Background: an optimization exercise with open tools, aiming at small area, a short achievable clock period and few clock cycles per item. Do not read the settings as production practice.
RTL that was checked went through simulation tests only; none was proved equivalent to the original.

==> flow/design.v (excerpt) <==
module mandel_engine #(
    parameter int BITS      = 16,
    parameter int ITER_BITS = 7
) (
    input  logic                   clk,
    input  logic                   rst_n,
    input  logic                   in_valid,
    output logic                   in_ready,
    input  logic signed [BITS-1:0] in_x,
    input  logic signed [BITS-1:0] in_y,
    input  logic                   julia_mode,
    input  logic signed [BITS-1:0] julia_cx,
    input  logic signed [BITS-1:0] julia_cy,
    input  logic [ITER_BITS-1:0]   max_iter,
    input  logic                   abort,
    output logic                   out_valid,
    input  logic                   out_ready,
    output logic [ITER_BITS-1:0]   out_iter,
    output logic                   out_escaped,
    output logic                   busy
);
For scale: roughly 1700 cells after synthesis, ~120 flip-flops, ~18000 um2 of cells after synthesis.
export LEC_CHECK = 0
export CAP_MARGIN = 20
export CORE_MARGIN = 2
export CORE_UTILIZATION = 65
export CTS_BUF_LIST = sky130_fd_sc_hd__clkbuf_8
export PLACE_DENSITY = 0.75
export SLEW_MARGIN = 20
export SYNTH_HIERARCHICAL = 1
export SYNTH_MINIMUM_KEEP_SIZE = 0
create_clock -name core_clock -period 14.0 [get_ports {clk}]
standard.sh (not shown) runs the stock make flow with config.mk's settings and CLKGATE_MAP_FILE= SYNTH_SCRIPT=/design/flow/synth_recipe.tcl, a recipe that flattens the netlist after the stock synthesis.
==> flow/flow/run.sh <==
#!/bin/bash
# The standard layout (standard.sh), with the port buffers made from
# sky130_fd_sc_hd__buf_1 cells instead of the default choice of a delay
# buffer, and clock tree synthesis without dummy loads.
set -euo pipefail
export BUFFER_PORTS_ARGS="-buffer_cell sky130_fd_sc_hd__buf_1"
export CTS_ARGS="-sink_clustering_enable -repair_clock_nets -buf_list sky130_fd_sc_hd__clkbuf_8 -dont_use_dummy_load"
bash standard.sh > standard.log 2>&1
The baseline ran to the end with no violations.
Testbench counts at the start, summed over its fixed seeds: cycles 83,179, points 2,048.
Edit:
--- a/flow/design.v
+++ b/flow/design.v
@@ -113,17 +113,16 @@
     input  logic        [15:0] zxn,
     input  logic        [15:0] zyn,
     input  logic signed [15:0] cx,
     input  logic signed [15:0] cy,
     output logic        [16:0] xn,
     output logic        [16:0] yn,
     output logic               mesc
 );
-    wire big = (zxn[15] ^ zxn[14]) | (zyn[15] ^ zyn[14]);
     wire [14:0] x = ~zxn[14:0];
     wire [14:0] y = ~zyn[14:0];
     wire qxp0 = x[0] & x[1];
     wire qxp1 = x[0] & x[2];
     wire qxp2 = x[0] & x[3];
     wire qxp3 = x[0] & x[4];
     wire qxp4 = x[0] & x[5];
     wire qxp5 = x[0] & x[6];
@@ -1546,17 +1545,17 @@
     wire [16:0] xs0 = {s938, s937, s936, c934, s934, c932, s932, s931, c929, c928, c927, c926, c925, c924, c923, c922, s922};
     wire [16:0] xs1 = {c937, c936, c935, s935, c933, s933, c931, c930, s930, s929, s928, s927, s926, s925, s924, s923, qyls[13]};
     wire [16:0] xn17 = xs0 + xs1 + qxls[13];
     wire [16:0] ys0 = {s789, s788, c786, s786, c784, c783, c782, s782, c780, c779, c778, c777, c776, c775, c774, c773, c772};
     wire [16:0] ys1 = {c788, c787, s787, c785, s785, s784, s783, c781, s781, s780, s779, s778, s777, s776, s775, s774, s773};
     wire [16:0] yn17 = ys0 + ys1 + mxyls[12];
     assign xn   = xn17;
     assign yn   = yn17;
-    assign mesc = big | mag[16];
+    assign mesc = mag[16];
 endmodule
 module mandel_fa (
     input  logic a,
     input  logic b,
     input  logic c,
     output logic s,
     output logic co
 );
=>
- cell area rises by 0.42%
- wire length rises by 2.8%
- via count rises by 1.8%
- die area rises by 0.41%
Function not checked in the second run of this note: the RTL went through the layout flow alone.


mandel_engine, a different RTL version from the one above (not shown whole).
Size: ~1700 cells after synthesis, about 88 I/O pins, about 0.018 mm² of cells after synthesis.
==> flow/config.mk <==
export PLATFORM = sky130hd
export DESIGN_NAME = mandel_engine
export DESIGN_NICKNAME = mandel_engine
export VERILOG_FILES = /design/flow/design.v
export SDC_FILE = /design/flow/constraint.sdc
export NUM_CORES = 4
export LEC_CHECK = 0
export CAP_MARGIN = 20
export CORE_MARGIN = 2
export CORE_UTILIZATION = 65
export CTS_BUF_LIST = sky130_fd_sc_hd__clkbuf_8
export PLACE_DENSITY = 0.74
export SLEW_MARGIN = 20
export SYNTH_HIERARCHICAL = 1
export SYNTH_MINIMUM_KEEP_SIZE = 0
==> flow/constraint.sdc <==
create_clock -name core_clock -period 14.0 [get_ports {clk}]
set_input_delay 2.8000 -clock core_clock [delete_from_list [all_inputs] [get_ports {clk}]]
set_output_delay 2.8000 -clock core_clock [all_outputs]
set_load 0.01 [all_outputs]
Scripts as last shown in full above: flow/flow/run.sh
Testbench counts at the start, summed over its fixed seeds: cycles 84,151, points 2,048.
Next try:
--- a/flow/design.v
+++ b/flow/design.v
@@ -16,35 +16,39 @@
     output logic                   out_valid,
     input  logic                   out_ready,
     output logic [ITER_BITS-1:0]   out_iter,
     output logic                   out_escaped,
     output logic                   busy
 );
     logic run_q, done_q;
     logic [6:0] iter_q, lim_q;
     logic signed [15:0] cx_q, cy_q;
-    logic [15:0] zxn_q, zyn_q, sxn_q, syn_q;
+    logic [15:0] zxn_q, zyn_q;
+    logic [14:0] sxn_q, syn_q;
     logic [16:0] xn, yn;
     logic mesc;
     logic mesc_q, xh_q, yh_q, stop_q;
     mandel_dp u_dp (
         .zxn (zxn_q),
         .zyn (zyn_q),
         .cx  (cx_q),
         .cy  (cy_q),
         .xn  (xn),
         .yn  (yn),
         .mesc(mesc)
     );
-    logic esc, fin, cyc, ckpt;
+    logic esc, big, fin, cyc, ckpt;
     assign esc  = mesc_q || (xh_q == zxn_q[15]) || (yh_q == zyn_q[15]);
-    assign fin  = run_q && (esc || stop_q || cyc);
-    assign cyc  = (zxn_q == sxn_q) && (zyn_q == syn_q) && (iter_q != '0);
+    assign big  = (zxn_q[15] != zxn_q[14]) || (zyn_q[15] != zyn_q[14]);
+    assign fin  = run_q && (esc || stop_q || big || cyc);
+    assign cyc  = (zxn_q[14:0] == sxn_q) && (zyn_q[14:0] == syn_q) &&
+                  (zxn_q[15] == zxn_q[14]) && (zyn_q[15] == zyn_q[14]) &&
+                  (iter_q != '0);
     assign ckpt = ((iter_q & (iter_q - 7'd1)) == '0) || (iter_q[3:0] == '0);
     logic idle, accept;
     assign idle   = !run_q && !done_q;
     assign accept = idle && in_valid;
     always_ff @(posedge clk) begin
         if (!rst_n || abort) begin
             run_q  <= 1'b0;
             done_q <= 1'b0;
         end else if (accept) begin
@@ -74,49 +78,52 @@
     always_ff @(posedge clk) begin
         if (accept) begin
             cx_q  <= julia_mode ? julia_cx : in_x;
             cy_q  <= julia_mode ? julia_cy : in_y;
             lim_q <= max_iter;
         end
     end
     always_ff @(posedge clk) begin
         if (run_q && ckpt) begin
-            sxn_q <= zxn_q;
-            syn_q <= zyn_q;
+            sxn_q <= zxn_q[14:0];
+            syn_q <= zyn_q[14:0];
         end
     end
-    logic esc_h;
+    logic oesc, esc_h, e1_h;
+    logic [1:0] back;
+    assign oesc = esc || (!stop_q && big);
     always_ff @(posedge clk) begin
         if (accept) begin
             iter_q <= '0;
             stop_q <= 1'b0;
         end else if (run_q) begin
             iter_q <= iter_q + 7'd1;
             stop_q <= iter_q == lim_q;
-            esc_h  <= esc;
+            esc_h  <= oesc;
+            e1_h   <= esc;
         end
     end
+    assign back        = run_q ? {1'b0, esc} : {e1_h, !e1_h};
     assign in_ready    = rst_n && idle;
     assign busy        = !idle;
     assign out_valid   = done_q || fin;
-    assign out_escaped = run_q ? esc : esc_h;
-    assign out_iter    = out_escaped ? iter_q + {6'b111111, !done_q} : lim_q;
+    assign out_escaped = run_q ? oesc : esc_h;
+    assign out_iter    = out_escaped ? iter_q - {5'd0, back} : lim_q;
 endmodule
 module mandel_dp (
     input  logic        [15:0] zxn,
     input  logic        [15:0] zyn,
     input  logic signed [15:0] cx,
     input  logic signed [15:0] cy,
     output logic        [16:0] xn,
     output logic        [16:0] yn,
     output logic               mesc
 );
-    wire big = (zxn[15] ^ zxn[14]) | (zyn[15] ^ zyn[14]);
     wire [14:0] x = ~zxn[14:0];
     wire [14:0] y = ~zyn[14:0];
     wire qxp0 = x[0] & x[1];
     wire qxp1 = x[0] & x[2];
     wire qxp2 = x[0] & x[3];
     wire qxp3 = x[0] & x[4];
     wire qxp4 = x[0] & x[5];
     wire qxp5 = x[0] & x[6];
     wire qxp6 = x[0] & x[7];
@@ -1537,19 +1544,19 @@
     mandel_fa us938 (.a(c903), .b(s921), .c(c920), .s(s938), .co(c938));
     wire [16:0] xs0 = {s938, s937, s936, c934, s934, c932, s932, s931, c929, c928, c927, c926, c925, c924, c923, c922, s922};
     wire [16:0] xs1 = {c937, c936, c935, s935, c933, s933, c931, c930, s930, s929, s928, s927, s926, s925, s924, s923, qyls[13]};
     wire [16:0] xn17 = xs0 + xs1 + qxls[13];
     wire [16:0] ys0 = {s789, s788, c786, s786, c784, c783, c782, s782, c780, c779, c778, c777, c776, c775, c774, c773, c772};
     wire [16:0] ys1 = {c788, c787, s787, c785, s785, s784, s783, c781, s781, s780, s779, s778, s777, s776, s775, s774, s773};
     wire [16:0] yn17 = ys0 + ys1 + mxyls[12];
     assign xn   = xn17;
     assign yn   = yn17;
-    assign mesc = big | mag[16];
+    assign mesc = mag[16];
 endmodule
 module mandel_fa (
     input  logic a,
     input  logic b,
     input  logic c,
     output logic s,
     output logic co
 );
     assign s  = a ^ b ^ c;
- wire length drops slightly
- core utilization is about the same
- flip-flop and latch count came out lower by 1
- worst setup slack loses 0.21 ns
- global-route usage fell by 1.2 points
- maximum frequency goes down by a few percent
- design area grows slightly
- area after synthesis went up slightly
- non-clock buffer count drops by 1
The RTL of the second run of this note was laid out without a check of its function.

separate check: timing with driven ports:
In the flow no input, the clock included, has a driving cell. The finished layouts below were timed again as built, in two steps.
Step 1, drivers: a clkbuf_16 drives clk and a buf_2 each remaining input, both assumed.
Step 2 adds t to the input delays and takes it off the output delays; t is the mean of the earliest and latest rising clock arrival at the registers after step 1. Input paths then give back, and output paths get back, about the clock's delay inside the block.
Slacks: ideal ports / drivers / drivers and shift; pairs: ideal ports / drivers.
run | shift t [ns] | setup slack, ns | clock arrival spread, ns
the first run of note 1 | 0.498 | 7.703 / 7.703 / 7.703 | 0.029 / 0.030
the second run of note 1 | 0.491 | 7.640 / 7.640 / 7.640 | 0.022 / 0.022
the first run of note 2 | 0.495 | 7.620 / 7.620 / 7.620 | 0.022 / 0.022
the second run of note 2 | 0.494 | 7.407 / 7.407 / 7.407 | 0.033 / 0.034
After both steps every run listed still meets setup and hold.
